From an optimization exercise on the open Yosys and OpenROAD flow, aimed at small area, a short achievable clock period and few clock cycles per item; shortcuts taken in it are not production practice.
Where RTL was checked, it was by simulation tests only, not by an equivalence proof against the original.

## adc_scan_scale_smooth
module adc_scan_scale_smooth (
   input  logic                clock,
   input  logic                reset,
   input  logic                req_valid,
   output logic                req_ready,
   input  logic [13:0]         req_sample,
   output logic                rsp_valid,
   input  logic                rsp_ready,
   output logic [1:0]          rsp_channel,
   output logic signed [31:0]  rsp_smoothed_value,
   output logic [7:0]          rsp_next_mux,
   input  logic                csr_we,
   input  logic [2:0]          csr_index,
   input  logic [31:0]         csr_wdata
);
==> flow/config.mk <==
export PLATFORM = sky130hd
export DESIGN_NAME = adc_scan_scale_smooth
export DESIGN_NICKNAME = adc_scan_scale_smooth
export VERILOG_FILES = /design/flow/design.v
export SDC_FILE = /design/flow/constraint.sdc
export NUM_CORES = 4
export LEC_CHECK = 0
export CAP_MARGIN = 20
export CORE_MARGIN = 2
export CORE_UTILIZATION = 40
export CTS_BUF_LIST = sky130_fd_sc_hd__clkbuf_16
export CTS_CLUSTER_DIAMETER = 150
export CTS_CLUSTER_SIZE = 20
export SLEW_MARGIN = 20
==> flow/constraint.sdc <==
create_clock -name core_clock -period 9.5 [get_ports {clock}]
set_input_delay 1.9000 -clock core_clock [delete_from_list [all_inputs] [get_ports {clock}]]
set_output_delay 1.9000 -clock core_clock [all_outputs]
set_load 0.01 [all_outputs]
standard.sh (not shown) runs the stock make flow with config.mk's settings and CLKGATE_MAP_FILE= SYNTH_SCRIPT=/design/flow/synth_recipe.tcl, a recipe that flattens the netlist after the stock synthesis.
==> flow/flow/run.sh <==
#!/bin/bash
# The standard layout, with three changes to how it is made:
#  - Yosys synth without its early "abc -fast" pass (-noabc), so that
#    extract_fa finds the carry-save adders without inverted polarities;
#  - port buffers of a plain buffer cell instead of the default delay cell;
#  - timing repair aimed 5.5 ns below the clock period.
# The clock period, SDC and everything else are the standard flow's. Each tool's output is
# in orfs/logs/ (ORFS) and in standard.log.
set -euo pipefail
bash standard.sh SYNTH_ARGS=-noabc SETUP_SLACK_MARGIN=5.5 \
  "BUFFER_PORTS_ARGS=-buffer_cell sky130_fd_sc_hd__buf_2" finish > standard.log 2>&1
Testbench counts at the start, summed over its fixed seeds: cycles 4,856, samples 4,800.
==> next run, changes <==
--- a/flow/design.v
+++ b/flow/design.v
@@ -475,16 +475,16 @@
          g_two_ff <= g_two;
          g_neg_ff <= g_neg;
          ps_ff    <= ps_in;
          pc_ff    <= pc_in;
          val_ff   <= value;
          tadj_ff  <= (ch3_ff == adcsss_pkg::CH_TEMP) && !tsat;
          diff_ff  <= diff_in;
-         a_one_ff <= a_one;
-         a_two_ff <= a_two;
+         a_one_ff <= {alpha[16] | alpha[15], a_one[7:0]};
+         a_two_ff <= {1'b0, a_two[7:0]};
          a_neg_ff <= a_neg;
          qs_ff    <= qs_in;
          qc_ff    <= qc_in;
       end
    end
 endmodule
 `timescale 1ns / 1ps
Outcome: Sequential cell count shrinks by 1. Final area fell by 0.80%. Worst setup slack loses 0.021 ns. Die area fell by 0.45%. First-iteration DRC count rises by 3.5%. Synthesized area falls by 0.45%. Clock-buffer cell count went down by 1. Worst hold slack degrades by 0.0080 ns. Register-to-register slack degrades by 0.02 ns.
For the second run of this note, only the layout was checked, not whether the RTL still works.


adc_scan_scale_smooth, a different RTL version from the one above (not shown whole).
Size: ~5400 cells after synthesis, about 700 flip-flops, roughly 98 I/O pins, roughly 0.055 mm² of cells after synthesis.
==> flow/config.mk <==
export PLATFORM = sky130hd
export DESIGN_NAME = adc_scan_scale_smooth
export DESIGN_NICKNAME = adc_scan_scale_smooth
export VERILOG_FILES = /design/flow/design.v
export SDC_FILE = /design/flow/constraint.sdc
export NUM_CORES = 4
export LEC_CHECK = 0
export CAP_MARGIN = 20
export CORE_MARGIN = 2
export CORE_UTILIZATION = 40
export CTS_BUF_LIST = sky130_fd_sc_hd__clkbuf_8
export CTS_CLUSTER_SIZE = 20
export SLEW_MARGIN = 20
==> flow/constraint.sdc <==
create_clock -name core_clock -period 9.5 [get_ports {clock}]
set_input_delay 1.9000 -clock core_clock [delete_from_list [all_inputs] [get_ports {clock}]]
set_output_delay 1.9000 -clock core_clock [all_outputs]
set_load 0.01 [all_outputs]
Scripts as last shown in full above: flow/flow/run.sh
Testbench counts at the start, summed over its fixed seeds: cycles 4,856, samples 4,800.
Edit:
--- a/flow/design.v
+++ b/flow/design.v
@@ -268,23 +268,22 @@
    input  logic                go,
    input  logic                req_valid,
    output logic                req_ready,
    input  adcsss_pkg::cfg_type cfg,
    input  logic [13:0]         req_sample,
    output logic                res_valid,
    output logic [1:0]          res_channel,
    output logic signed [31:0]  res_value
 );
    localparam int W1 = 45;    
    localparam int W2 = 48;    
-   localparam [W1-1:0] T1 = 45'd2048 - (45'd274 << 12);
    logic [1:0]         ptr_ff;
    logic               isk_v_ff;
    logic [1:0]         isk_ch_ff;
    logic [13:0]        isk_s_ff;
    logic               accept;
    logic               v0;
    logic [1:0]         ch0;
    logic [13:0]        s0;
    logic               v1_ff, v2_ff, v3_ff, v4_ff, v5_ff, v6_ff;
    logic [1:0]         ch1_ff, ch2_ff, ch3_ff, ch4_ff, ch5_ff, ch6_ff;
    logic [28:0]        xs_ff, xc_ff;
@@ -324,46 +323,52 @@
          adcsss_pkg::CH_VOLT: opb = cfg.voltage_gain;
          default:             opb = cfg.current_gain;
       endcase
    end
    adcsss_booth_enc #(.D(9)) u_genc (
       .y   ({2'b00, opb}),
       .one (g_one),
       .two (g_two),
       .neg (g_neg)
    );
    logic [9*W1-1:0]  rows1;
-   logic [10*W1-1:0] rows1k;
    logic [W1-1:0]    ps_in, pc_in;
    adcsss_booth_rows #(.WX(29), .D(9), .W(W1)) u_rows1 (
       .x     (x_ff),
       .one   (g_one_ff),
       .two   (g_two_ff),
       .neg   (g_neg_ff),
-      .extra ((ch2_ff == adcsss_pkg::CH_TEMP) ? 45'd0 : 45'd8),
+      .extra ((ch2_ff == adcsss_pkg::CH_TEMP) ? 45'd2048 : 45'd8),
       .rows  (rows1)
    );
-   assign rows1k = {(ch2_ff == adcsss_pkg::CH_TEMP) ? T1 : 45'd0, rows1};
-   adcsss_csa_tree #(.N(10), .W(W1)) u_tree1 (
-      .rows  (rows1k),
+   adcsss_csa_tree #(.N(9), .W(W1)) u_tree1 (
+      .rows  (rows1),
       .sum   (ps_in),
       .carry (pc_in)
    );
    logic [W1-1:0]      p;
    logic [15:0]        kk;
    logic               tsat;
    logic signed [31:0] tval;
    logic signed [31:0] gval;
    logic signed [31:0] value;
    assign p    = ps_ff + pc_ff;
-   assign kk   = p[27:12];
+   logic [12:0] lo12;
+   logic [15:0] ks, kc;
+   adcsss_csa_tree #(.N(3), .W(16)) u_tree_k (
+      .rows  ({16'd65262, pc_ff[27:12], ps_ff[27:12]}),
+      .sum   (ks),
+      .carry (kc)
+   );
+   assign lo12 = {1'b0, ps_ff[11:0]} + {1'b0, pc_ff[11:0]};
+   assign kk   = ks + kc + {15'd0, lo12[12]};
    assign tsat = kk[15] && (kk <= 16'd65261);
    assign tval = tsat ? 32'sh7fff_ffff : {kk, 16'd55706};
    assign gval = (p[44:35] == {10{p[35]}}) ? p[35:4]
                : (p[44] ? 32'sh8000_0000 : 32'sh7fff_ffff);
    assign value = (ch3_ff == adcsss_pkg::CH_TEMP) ? tval : gval;
    logic signed [31:0] avg4;
    logic [16:0]        alpha;
    logic [8:0]         a_one, a_two, a_neg;
    always_comb begin
       unique case (ch4_ff)
          adcsss_pkg::CH_TEMP: avg4 = avg0_ff;
What happened: The changed run finished clean. Cell area came out lower by 2.0%. Critical path depth came out higher by 6. First-iteration DRC count came out higher by 2.4%. Core utilization came out lower by 0.90 points. Global-route usage came out higher by 0.21 points. Worst setup slack is worse by 0.46 ns. Sequential cell count came out higher by 1.
No functional check of the RTL was part of the second run of this note.

-- separate check: timing with driven ports --
Ports are ideal in the flow. The routed layouts listed here were re-timed in OpenROAD. Step 1, drivers: a clkbuf_16 drives clock and a buf_2 each remaining input, both assumed. Step 2 times the ports against the registers' clock, not the clock port: input delays grow and output delays shrink by t, the midpoint of the rising clock arrivals with the driver on. a / b / c = ideal / step 1 / step 2; a / b = the first two.
run	t (ns)	setup slack, ns	cell pins on the clock port's net
the first run of note 1	0.724	5.513 / 5.513 / 5.085	1
the second run of note 1	0.724	5.492 / 5.492 / 5.082	1
the first run of note 2	0.891	5.461 / 5.461 / 4.883	1
the second run of note 2	0.915	5.004 / 5.004 / 4.942	1
After both steps every run listed still meets setup and hold. For the first run of note 2, which loses most, drivers alone change the setup slack by 0.000 ns; drivers and shift together by -0.578 ns.
